What follows belongs to an exercise in optimizing a design on an open flow for small area; a production flow would make more cautious choices. The RTL was checked by simulation tests, not by an equivalence proof against the original design. Power is estimated from default activity; no workload was simulated.

[flow/constraint.sdc]
create_clock -name core_clock -period 3.0 [get_ports {clk}]
set_input_delay 0.6000 -clock core_clock [delete_from_list [all_inputs] [get_ports {clk}]]
set_output_delay 0.6000 -clock core_clock [all_outputs]
set_load 0.01 [all_outputs]
[flow/design.v]
package cnn_pkg;
    localparam int unsigned K_SMALL    = 3;
    localparam int unsigned K_LARGE    = 5;
    localparam int unsigned STRIDE_ONE = 1;
    localparam int unsigned STRIDE_TWO = 2;
    function automatic logic is_legal_k(input int unsigned k);
        is_legal_k = (k == K_SMALL) || (k == K_LARGE);
    endfunction
    function automatic logic is_legal_stride(input int unsigned s);
        is_legal_stride = (s == STRIDE_ONE) || (s == STRIDE_TWO);
    endfunction
    function automatic int unsigned slot_index(input int unsigned row,
                                               input int unsigned col,
                                               input int unsigned k);
        slot_index = row * k + col;
    endfunction
    function automatic int unsigned last_aligned(input int unsigned dim,
                                                 input int unsigned k,
                                                 input int unsigned s);
        last_aligned = (k - 1) + ((dim - k) / s) * s;
    endfunction
endpackage
module row_delay #(
    parameter int unsigned DEPTH = 34,
    parameter int unsigned WIDTH = 32
) (
    input  logic             clk,
    input  logic             en,
    input  logic [WIDTH-1:0] din,
    output logic [WIDTH-1:0] dout
);
    logic [WIDTH-1:0] mem [DEPTH];
    always_ff @(posedge clk) begin
        if (en) begin
            mem[0] <= din;
            for (int unsigned i = 1; i < DEPTH; i++) begin
                mem[i] <= mem[i-1];
            end
        end
    end
    assign dout = mem[DEPTH-1];
endmodule
module window_gen_kxk #(
    parameter int unsigned DATA_WIDTH = 32,
    parameter int unsigned IMG_WIDTH  = 34,
    parameter int unsigned IMG_HEIGHT = 34,
    parameter int unsigned K          = 3,
    parameter int unsigned STRIDE     = 1
) (
    input  logic                      clk,
    input  logic                      resetn,
    input  logic                      data_valid_in,
    input  logic [DATA_WIDTH-1:0]     data_in,
    output logic [K*K*DATA_WIDTH-1:0] window_out,
    output logic                      valid_out,
    output logic                      frame_done
);
    localparam int unsigned CW = $clog2(IMG_WIDTH);
    localparam int unsigned RW = $clog2(IMG_HEIGHT);
    localparam logic [CW-1:0] COL_MAX     = CW'(IMG_WIDTH - 1);
    localparam logic [CW-1:0] COL_FIRST   = CW'(K - 1);
    localparam logic [CW-1:0] COL_LAST_AL = CW'(cnn_pkg::last_aligned(IMG_WIDTH, K, STRIDE));
    localparam logic [RW-1:0] ROW_MAX     = RW'(IMG_HEIGHT - 1);
    localparam logic [RW-1:0] ROW_FIRST   = RW'(K - 1);
    localparam logic [RW-1:0] ROW_LAST_AL = RW'(cnn_pkg::last_aligned(IMG_HEIGHT, K, STRIDE));
    localparam logic          PH_MAX      = 1'(STRIDE - 1);
    if (!cnn_pkg::is_legal_k(K)) begin : g_bad_k
        $error("window_gen_kxk: K must be 3 or 5");
    end
    if (!cnn_pkg::is_legal_stride(STRIDE)) begin : g_bad_stride
        $error("window_gen_kxk: STRIDE must be 1 or 2");
    end
    if (IMG_WIDTH < K) begin : g_bad_width
        $error("window_gen_kxk: IMG_WIDTH must be at least K");
    end
    if (IMG_HEIGHT < K) begin : g_bad_height
        $error("window_gen_kxk: IMG_HEIGHT must be at least K");
    end
    function automatic logic ph_step(input logic ph);
        ph_step = (ph == PH_MAX) ? 1'b0 : ph + 1'b1;
    endfunction
    logic                      accept;
    logic                      emit;
    logic                      frame_end;
    logic [CW-1:0]             col;
    logic [RW-1:0]             row;
    logic                      col_ph;
    logic                      row_ph;
    logic [DATA_WIDTH-1:0]     dly_in  [K-1];
    logic [DATA_WIDTH-1:0]     dly_out [K-1];
    logic [DATA_WIDTH-1:0]     row_in  [K];
    logic [DATA_WIDTH-1:0]     taps     [K][K];
    logic [DATA_WIDTH-1:0]     tap_next [K][K];
    logic [K*K*DATA_WIDTH-1:0] win_flat;
    logic                      valid_q;
    logic                      frame_done_q;
    logic [K*K*DATA_WIDTH-1:0] window_q;
    assign accept = data_valid_in;
    for (genvar i = 0; i < K - 1; i++) begin : g_row_delay
        if (i == 0) begin : g_head
            assign dly_in[i] = data_in;
        end else begin : g_link
            assign dly_in[i] = dly_out[i-1];
        end
        row_delay #(
            .DEPTH (IMG_WIDTH),
            .WIDTH (DATA_WIDTH)
        ) u_row_delay (
            .clk  (clk),
            .en   (accept),
            .din  (dly_in[i]),
            .dout (dly_out[i])
        );
    end
    for (genvar j = 0; j < K; j++) begin : g_row_in
        if (j == K - 1) begin : g_live
            assign row_in[j] = data_in;
        end else begin : g_delayed
            assign row_in[j] = dly_out[K-2-j];
        end
    end
    always_ff @(posedge clk or negedge resetn) begin
        if (!resetn) begin
            col    <= '0;
            row    <= '0;
            col_ph <= 1'b0;
            row_ph <= 1'b0;
        end else if (accept) begin
            if (col == COL_MAX) begin
                col    <= '0;
                col_ph <= 1'b0;
                if (row == ROW_MAX) begin
                    row    <= '0;
                    row_ph <= 1'b0;
                end else begin
                    row    <= row + 1'b1;
                    row_ph <= (row >= ROW_FIRST) ? ph_step(row_ph) : 1'b0;
                end
            end else begin
                col    <= col + 1'b1;
                col_ph <= (col >= COL_FIRST) ? ph_step(col_ph) : 1'b0;
            end
        end
    end
    assign emit = accept && (row >= ROW_FIRST) && (col >= COL_FIRST)
                  && (col_ph == 1'b0) && (row_ph == 1'b0);
    assign frame_end = emit && (row == ROW_LAST_AL) && (col == COL_LAST_AL);
    always_comb begin
        for (int unsigned j = 0; j < K; j++) begin
            for (int unsigned c = 0; c < K - 1; c++) begin
                tap_next[j][c] = taps[j][c+1];
            end
            tap_next[j][K-1] = row_in[j];
        end
    end
    always_comb begin
        win_flat = '0;
        for (int unsigned j = 0; j < K; j++) begin
            for (int unsigned c = 0; c < K; c++) begin
                win_flat[cnn_pkg::slot_index(j, c, K)*DATA_WIDTH +: DATA_WIDTH] = tap_next[j][c];
            end
        end
    end
    always_ff @(posedge clk or negedge resetn) begin
        if (!resetn) begin
            for (int unsigned j = 0; j < K; j++) begin
                for (int unsigned c = 0; c < K; c++) begin
                    taps[j][c] <= '0;
                end
            end
        end else if (accept) begin
            for (int unsigned j = 0; j < K; j++) begin
                for (int unsigned c = 0; c < K; c++) begin
                    taps[j][c] <= tap_next[j][c];
                end
            end
        end
    end
    always_ff @(posedge clk or negedge resetn) begin
        if (!resetn) begin
            valid_q      <= 1'b0;
            frame_done_q <= 1'b0;
            window_q     <= '0;
        end else begin
            valid_q      <= emit;
            frame_done_q <= frame_end;
            if (emit) begin
                window_q <= win_flat;
            end
        end
    end
    assign valid_out  = valid_q;
    assign frame_done = frame_done_q;
    assign window_out = window_q;
endmodule
[flow/run.sh]
#!/bin/bash
# synth_recipe.tcl (not shown) runs the flow's synth.tcl, then flattens the netlist and writes it again
# the make line also repeats each setting of config.mk as NAME=value (left out here)
make -C /OpenROAD-flow-scripts/flow DESIGN_CONFIG=/design/flow/config.mk WORK_HOME=/design/flow/orfs CLKGATE_MAP_FILE= SYNTH_SCRIPT=/design/flow/synth_recipe.tcl finish
[flow/config.mk]
export PLATFORM = sky130hd
export DESIGN_NAME = window_gen_kxk
export DESIGN_NICKNAME = window_gen_kxk
export VERILOG_FILES = /design/flow/design.v
export SDC_FILE = /design/flow/constraint.sdc
export NUM_CORES = 4
export LEC_CHECK = 0
export CAP_MARGIN = 20
export CORE_MARGIN = 2
export CORE_UTILIZATION = 40
export PLACE_DENSITY = 0.6
export SLEW_MARGIN = 20
==> summary.txt <==
[routing by layer]
metal	up-vias	part of all wire (%)	GRT usage, %
met5	-	0	0
met1	15680	46	13.83
met4	0	2.8	3.899
li1	14120	-	-
met2	609	45	14.41
met3	245	6.2	3.417
[cell type report]
cell class              instances  area, um2
inverters                       5      26.28
repair buffers                415       4402
fillers                     16800     108900
diodes                          3      7.507
clock buffers                 391       7954
well taps                    2805       3510
clock inverters                99      890.9
multi-input cells             529       6586
flip-flops and latches       2670      77700
[stage by stage]
stage / hold WS [ns] / cells / instance area [um2]
after floorplan: 0.3044 / 3258 / 84740
after global placement: 0.4001 / 6423 / 92220
after detailed placement: 0.4045 / 6423 / 92220
after CTS: 0.04593 / 6914 / 101100
after global routing: 0.07138 / 6916 / 101100
final: 0.1308 / 6917 / 101100
[worst max path at each step]
stage,start,end,cells after the start
3_5_place_dp,data_valid_in,window_q[8]$_DFFE_PN0P_,6
3_3_place_gp,data_valid_in,window_q[8]$_DFFE_PN0P_,6
4_1_cts,window_q[178]$_DFFE_PN0P_,window_out[178],1
2_1_floorplan,row[0]$_DFFE_PN0P_,window_q[132]$_DFFE_PN0P_,8
6_report,window_q[178]$_DFFE_PN0P_,window_out[178],1
5_1_grt,window_q[191]$_DFFE_PN0P_,window_out[191],1
[logic make-up (layout without fill, tap and decap cells)]
group	after synthesis	in the layout	synth area share [%]
XOR/XNOR	5	5	0.05168
adder cells (fa/ha/maj)	6	6	0.08859
AO/OA/AOI/OAI	8	8	0.05906
AND/OR/NAND/NOR	28	28	0.1964
flip-flops	2670	2670	91.70
other	0	3	0
buffers and inverters	59	910	0.5360
multiplexers	482	482	7.368
[registers in the layout, indices dropped and copies added (netlist names)]
signal                       flops
g_row_delay.u_row_delay.mem   2176
frame_done_q                     1
window_q                       288
col                              6
taps                           192
row                              6
valid_q                          1
[power groups by stage]
stage	sequential, uW	combinational, uW	clock (uW)
2_1_floorplan	47600	4750	0
3_3_place_gp	47200	11300	0
3_5_place_dp	47300	11500	0
4_1_cts	46600	11500	34300
5_1_grt	47000	12000	35800
6_report	46500	11200	33000
[placed cells by master (no fill, tap or decap), types with 5 or more instances in the layout]
master | netlist | final
edfxtp_1 | 2176 | 2176
dfrtp_1 | 494 | 494
clkdlybuf4s50_1 | 0 | 322
clkbuf_16 | 0 | 296
mux2_2 | 262 | 262
mux2_4 | 218 | 218
clkbuf_1 | 1 | 76
buf_4 | 7 | 54
clkinv_1 | 0 | 44
buf_12 | 0 | 36
clkinv_2 | 0 | 28
clkbuf_8 | 0 | 19
bufinv_16 | 0 | 16
ha_1 | 6 | 6
nand2_1 | 5 | 5
==> summary.txt <==
Status
  • Status: timing/DRC/antenna clean

Power and ir drop
  • Leak: 0.03624 uW
  • Sequential cell fraction of total power: 51.3%
  • Overall Power: 90,730 uW
  • Pint: 71,220 uW
  • Combinational share of power: 12.4%
  • Switching fraction of total power: 21.50%
  • Maximum vdd drop: 0.6831 mV
  • P per Cell Area: 897.6 mW/mm2
  • Net Switching: 19,500 uW
  • Clock share of power: 36.3%

Drt
  • Post-Route WL: 108.2 mm
  • Vias per cell: 4.432
  • Via Count: 30,660
  • DRC Markers: 0
  • Post-route ant nets: 0
  • Starting DRT DRC Count: 2,405
  • DR pass1 iterations: 4
  • Wire per inst: 15.64 um

Setup path
  • Req. time, crit path: 2.40 ns
  • Crit path capture type: primary output
  • Largest stage delay, worst path: 0.78 ns
  • Crit start category: register
  • R2R setup slack: 0.76 ns
  • Worst r2r src: row[0]$_DFFE_PN0P_
  • WS Path Type: reg2out
  • CP max-delay cell: clkdlybuf4s50_1
  • CP delay by family, top: buffers and inverters
  • Reg-to-Reg End: window_q[8]$_DFFE_PN0P_
  • Buf+Inv Stages, Crit Path: 1
  • CP Cell Sequence: clkdlybuf4s50_1
  • Reg2Reg Depth: 9
  • Crit-path max FO: 2
  • Arrival time worst endpoint: 1.98 ns

Final layout
  • Nets@finish: 3,950
  • Util after Layout: 48.14%
  • Layout cells sized above 1: 23.00%
  • Area Growth Syn to Fin: 19.29%

Job
  • MaxCap Viol Count: 0

STA
  • RSZ-0062 raised after global routing: false
  • Slew Viols, Final: 0
  • Fmax achieved: 386.9 MHz
  • Min Tclk post-route: 2.585 ns
  • Slew HR: 40.72%
  • Final setup fails: 0
  • Worst Slack Setup Final: 0.4154 ns
  • Clock Skew: 0.04731 ns
  • Period utilization: 86.15%
  • Worst-margin pin slew: 0.8892 ns
  • Setup TNS: 0 ns
  • Final Hold Vio Count: 0

Min path
  • Worst hold endpoint: g_row_delay[0].u_row_delay.mem[0][9]$_DFFE_PP_
  • Hold Path Class: in2reg
  • Hold Path Depth: 1
  • Min-delay src: data_valid_in

CTS
  • Htree depth: 5
  • CTS Sinks: 2,670
  • CTS tree: built
  • Skew-Pair Late Insertion Delay: 0.89 ns
  • Max Root-Sink Buffers: 4
  • Total CTS buffers: 288
  • Root Driver: clkbuf_16
  • Postcts setup bufs: 0
  • Hold Buf Count CTS: 1
  • CTS resizes: 0
  • Worst-path clk slew: 0.06 ns

Yosys
  • Fraction of registers with async set/reset: 18.50%
  • Net Count, Synth: 3,299
  • Most common cell in the netlist: edfxtp_1
  • YS warnings: 12
  • Post-synth top area share: 77.11%
  • Post-synth EDFFs: 2,176
  • Library cells used by synthesis: 32
  • Top FF cell, synth: edfxtp_1
  • Synthesized netlist cell count: 3,258
  • Seq/Total Area, Yosys: 91.70%
  • Netlist Area Pre-Place: 0.08474 mm2
  • Synthesized flop and latch total: 2,670
  • Post-synth top area cell: edfxtp_1
  • Commonest cells post-synth: edfxtp_1, dfrtp_1, mux2_2
  • Top post-synthesis cells by area: edfxtp_1, dfrtp_1, mux2_4
  • Syn Area/Cell: 26.01 um2

Placed design
  • IO Port Bufs: 324
  • Final HPWL DP: 56.61 mm
  • Post-Place Setup Slack: 0.6474 ns
  • Final GP Congestion: 0.7102

Global route
  • Initial antenna violation count: 1
  • Total gr overflow: 0
  • Pin count of the biggest net entering global routing: 140
  • First-pass GRT wire length: 173.9 mm
  • Number of global-route vias before repair: 31,390
  • GRT Total Usage: 9.947%

Die
  • Starting density of the core: 40.35%
  • Die Y: 464.3 um
  • Die width: 464.3 um
  • IO Pins: 325
  • Full die area: 0.2155 mm2
  • Core Region: 0.2100 mm2
  • Row count: 168

-- separate check: timing with driven ports --
How much do the figures lean on ideal ports? The routed layout below was timed once more, with nothing changed but the port constraints.
Step 1, drivers: a clkbuf_16 drives clk and a buf_2 each remaining input, both assumed.
Step 2, shift: input delay + t, output delay - t, t = (earliest + latest rising clock arrival at the registers) / 2. This alone moves slack from input paths to output paths.
Slacks: ideal / step 1 / step 2; pairs: ideal / step 1.
t, ns: 0.943
setup WS [ns]: 0.415 / 0.339 / 0.645
slew at the worst register clock pin (ns): 0.06 / 0.06
After both steps setup and hold are still met in this run. For this run, drivers alone change the setup slack by -0.076 ns; drivers and shift together by +0.230 ns.
